Source: an optimization exercise on an open RTL-to-GDS flow (aim: small area, a short achievable clock period and few clock cycles per item). Production flows keep margins and buffers that such runs may drop.
In this exercise RTL edits were held to simulation tests only and were not proved equivalent to the original.

xenon:
Design dense_layer, start of the top module:
module dense_layer #(
    parameter int NUM_INPUTS    = 4,
    parameter int NUM_OUTPUTS   = 4,
    parameter int FP_TOTAL_BITS = 16,
    parameter int FP_FRAC_BITS  = 8
) (
    input  logic                                                      clk,
    input  logic                                                      reset,
    input  logic                                                      start,
    input  logic [NUM_INPUTS-1:0][FP_TOTAL_BITS-1:0]                  input_vector,
    input  logic [NUM_OUTPUTS-1:0][NUM_INPUTS-1:0][FP_TOTAL_BITS-1:0] weight_matrix,
    input  logic [NUM_OUTPUTS-1:0][FP_TOTAL_BITS-1:0]                 bias_vector,
    output logic [NUM_OUTPUTS-1:0][FP_TOTAL_BITS-1:0]                 layer_out,
    output logic                                                      busy,
    output logic                                                      done
);
Size: ~4100 cells after synthesis, about 600 flip-flops, roughly 450 I/O pins.
Settings: LEC_CHECK=0, ABC_AREA=1, CAP_MARGIN=20, CORE_MARGIN=2, CORE_UTILIZATION=40, SETUP_SLACK_MARGIN=5, SLEW_MARGIN=20, SYNTH_HIERARCHICAL=1, SYNTH_MINIMUM_KEEP_SIZE=0; clock period 10.0 ns.
standard.sh (not shown) runs the stock make flow with config.mk's settings and CLKGATE_MAP_FILE= SYNTH_SCRIPT=/design/flow/synth_recipe.tcl, a recipe that flattens the netlist after the stock synthesis.
==> flow/flow/run.sh <==
#!/bin/bash
# Own flow: the standard layout (standard.sh, unchanged synthesis), with
#  - port buffers of the smallest buffer cell instead of the default delay cell,
#  - a larger setup repair margin, so timing repair works towards a shorter period.
# Every tool writes its full output under orfs/logs/; make's own output goes to flow.log here.
set -uo pipefail
MARGIN=$(cat flow/margin.txt 2>/dev/null || echo 5)
bash standard.sh finish \
  "BUFFER_PORTS_ARGS=-buffer_cell sky130_fd_sc_hd__buf_1" \
  "SETUP_SLACK_MARGIN=$MARGIN" > flow.log 2>&1
rc=$?
cp -r orfs/logs flow_logs 2>/dev/null || true
exit $rc
==> flow/flow/margin.txt <==
5
Testbench counts of xenon, summed over its fixed seeds: cycles 3,576, items 512.
The following lists how zinc was set up differently from xenon:
Settings: an added CTS_CLUSTER_DIAMETER of 120; an added CTS_CLUSTER_SIZE of 24; a change of SLEW_MARGIN from 20 to 60.
zinc -> xenon: critical path depth delta 0, exact match
Final design area excluding fillers was higher in xenon than in zinc.
Going from xenon to zinc, clock-pin slew reported for the worst setup and hold paths after clock tree synthesis has increased; cell area after placement has increased; level count of the clock H-tree has decreased; number of sequential storage elements has remained practically unchanged; count of clock buffers in the final design has decreased.
Here is what was changed in the inputs of cedar compared with zinc.
Settings: SLEW_MARGIN: 60 -> 20.
==> flow/flow/margin.txt <==
5.9
Looking at the reports, cedar completed the entire flow and the layout it produced met the timing, DRC and antenna checks. Delta (cedar minus zinc): non-clock buffer count +27; final design area excluding fillers +1.0%; post-placement cell count -1.2%.
Input-level comparison between amber and cedar:
Settings: TNS_END_PERCENT now 0, previously not set.
==> flow/flow/run.sh <==
#!/bin/bash
# Own flow: the standard layout (standard.sh, unchanged synthesis), with
#  - port buffers of the smallest buffer cell instead of the default delay cell,
#  - the setup repair margin from flow/margin.txt, and any further ORFS make
#    variables listed one per line in flow/extra.txt.
# Every tool writes its full output under orfs/logs/; make's own output goes to flow.log here.
set -uo pipefail
MARGIN=$(cat flow/margin.txt 2>/dev/null || echo 5)
EXTRA=()
if [[ -f flow/extra.txt ]]; then
  while IFS= read -r line; do [[ -n "$line" ]] && EXTRA+=("$line"); done < flow/extra.txt
fi
bash standard.sh finish \
  "BUFFER_PORTS_ARGS=-buffer_cell sky130_fd_sc_hd__buf_1" \
  "SETUP_SLACK_MARGIN=$MARGIN" "${EXTRA[@]}" > flow.log 2>&1
rc=$?
cp -r orfs/logs flow_logs 2>/dev/null || true
exit $rc
==> flow/flow/extra.txt (new file) <==
SETUP_MOVE_SEQUENCE=unbuffer,sizeup,swap,buffer
==> flow/flow/margin.txt <==
6.0
Cmp cedar and amber / design area / lower: cedar. | detailed-route wire length | amber vs cedar | worse |. Of cedar and amber, the lower fmax belongs to amber.

v36:
dense_layer, a different RTL version from the one above (not shown whole).
Size in the first run: ~4100 cells after synthesis, roughly 450 I/O pins, ~0.042 mm^2 of cells after synthesis.
// dense_layer
module dense_layer #(
    parameter int NUM_INPUTS    = 4,
    parameter int NUM_OUTPUTS   = 4,
    parameter int FP_TOTAL_BITS = 16,
    parameter int FP_FRAC_BITS  = 8
) (
    input  logic                                                      clk,
    input  logic                                                      reset,
    input  logic                                                      start,
    input  logic [NUM_INPUTS-1:0][FP_TOTAL_BITS-1:0]                  input_vector,
    input  logic [NUM_OUTPUTS-1:0][NUM_INPUTS-1:0][FP_TOTAL_BITS-1:0] weight_matrix,
    input  logic [NUM_OUTPUTS-1:0][FP_TOTAL_BITS-1:0]                 bias_vector,
    output logic [NUM_OUTPUTS-1:0][FP_TOTAL_BITS-1:0]                 layer_out,
    output logic                                                      busy,
    output logic                                                      done
);
==> flow/config.mk <==
export PLATFORM = sky130hd
export DESIGN_NAME = dense_layer
export DESIGN_NICKNAME = dense_layer
export VERILOG_FILES = /design/flow/design.v
export SDC_FILE = /design/flow/constraint.sdc
export NUM_CORES = 4
export LEC_CHECK = 0
export ABC_AREA = 1
export CAP_MARGIN = 20
export CORE_MARGIN = 2
export CORE_UTILIZATION = 40
export CTS_CLUSTER_DIAMETER = 120
export CTS_CLUSTER_SIZE = 22
export SETUP_SLACK_MARGIN = 5
export SLEW_MARGIN = 20
export SYNTH_HIERARCHICAL = 1
export SYNTH_MINIMUM_KEEP_SIZE = 0
==> flow/constraint.sdc <==
create_clock -name core_clock -period 10.0 [get_ports {clk}]
set_input_delay 2.0000 -clock core_clock [delete_from_list [all_inputs] [get_ports {clk}]]
set_output_delay 2.0000 -clock core_clock [all_outputs]
set_load 0.01 [all_outputs]
==> flow/flow/run.sh <==
#!/bin/bash
# Own flow: the standard layout (standard.sh, unchanged synthesis), with
#  - port buffers of the smallest buffer cell instead of the default delay cell,
#  - a larger setup repair margin, so timing repair works towards a shorter period.
# Every tool writes its full output under orfs/logs/; make's own output goes to flow.log here.
set -uo pipefail
MARGIN=$(cat flow/margin.txt 2>/dev/null || echo 5)
bash standard.sh finish \
  "BUFFER_PORTS_ARGS=-buffer_cell sky130_fd_sc_hd__buf_1" \
  "SETUP_SLACK_MARGIN=$MARGIN" > flow.log 2>&1
rc=$?
cp -r orfs/logs flow_logs 2>/dev/null || true
exit $rc
==> flow/flow/margin.txt <==
5
Testbench counts of v36, summed over its fixed seeds: cycles 3,576, items 512.
## Diff of input files: v22 against v36
Settings: clearing CTS_CLUSTER_DIAMETER, which used to be 120; clearing CTS_CLUSTER_SIZE, which used to be 22.
v36 and v22 ended up with roughly the same final clock period utilization by the worst path.
On longest individual stage delay on the worst path, v22 tracks v36 almost exactly.
Worst hold slack | v22 below v36

==> re-timing with driven ports <==
In the flow no input, the clock included, has a driving cell. The finished layouts below were timed again as built, in two steps. Step 1 assumes that a clkbuf_16 drives the clock port and a buf_2 every other input. Step 2 adds t to the input delays and takes it off the output delays; t is the mean of the earliest and latest rising clock arrival at the registers after step 1. Input paths then give back, and output paths get back, about the clock's delay inside the block. Three values: ideal ports, drivers, drivers and shift; two values: the first two.
| run | t (ns) | slack for setup (ns) | worst hold slack (ns) | worst setup path after step 2 | slew at the worst register clock pin (ns) |
|---|---|---|---|---|---|
| xenon | 0.708 | 5.724 / 5.724 / 5.724 | 0.416 / 0.416 / 0.416 | register to register | 0.07 / 0.07 |
| zinc | 0.691 | 5.649 / 5.649 / 5.649 | 0.421 / 0.421 / 0.421 | register to register | 0.10 / 0.10 |
| cedar | 0.708 | 5.946 / 5.946 / 5.946 | 0.419 / 0.419 / 0.419 | register to register | 0.11 / 0.11 |
| amber | 0.710 | 5.922 / 5.922 / 5.922 | 0.421 / 0.421 / 0.421 | register to register | 0.11 / 0.11 |
| v36 | 0.712 | 5.948 / 5.876 / 5.967 | 0.417 / 0.417 / 0.417 | register to register | 0.10 / 0.10 |
| v22 | 0.730 | 5.949 / 5.872 / 5.992 | 0.412 / 0.412 / 0.412 | register to register | 0.07 / 0.07 |
After both steps setup and hold are still met in every run listed.
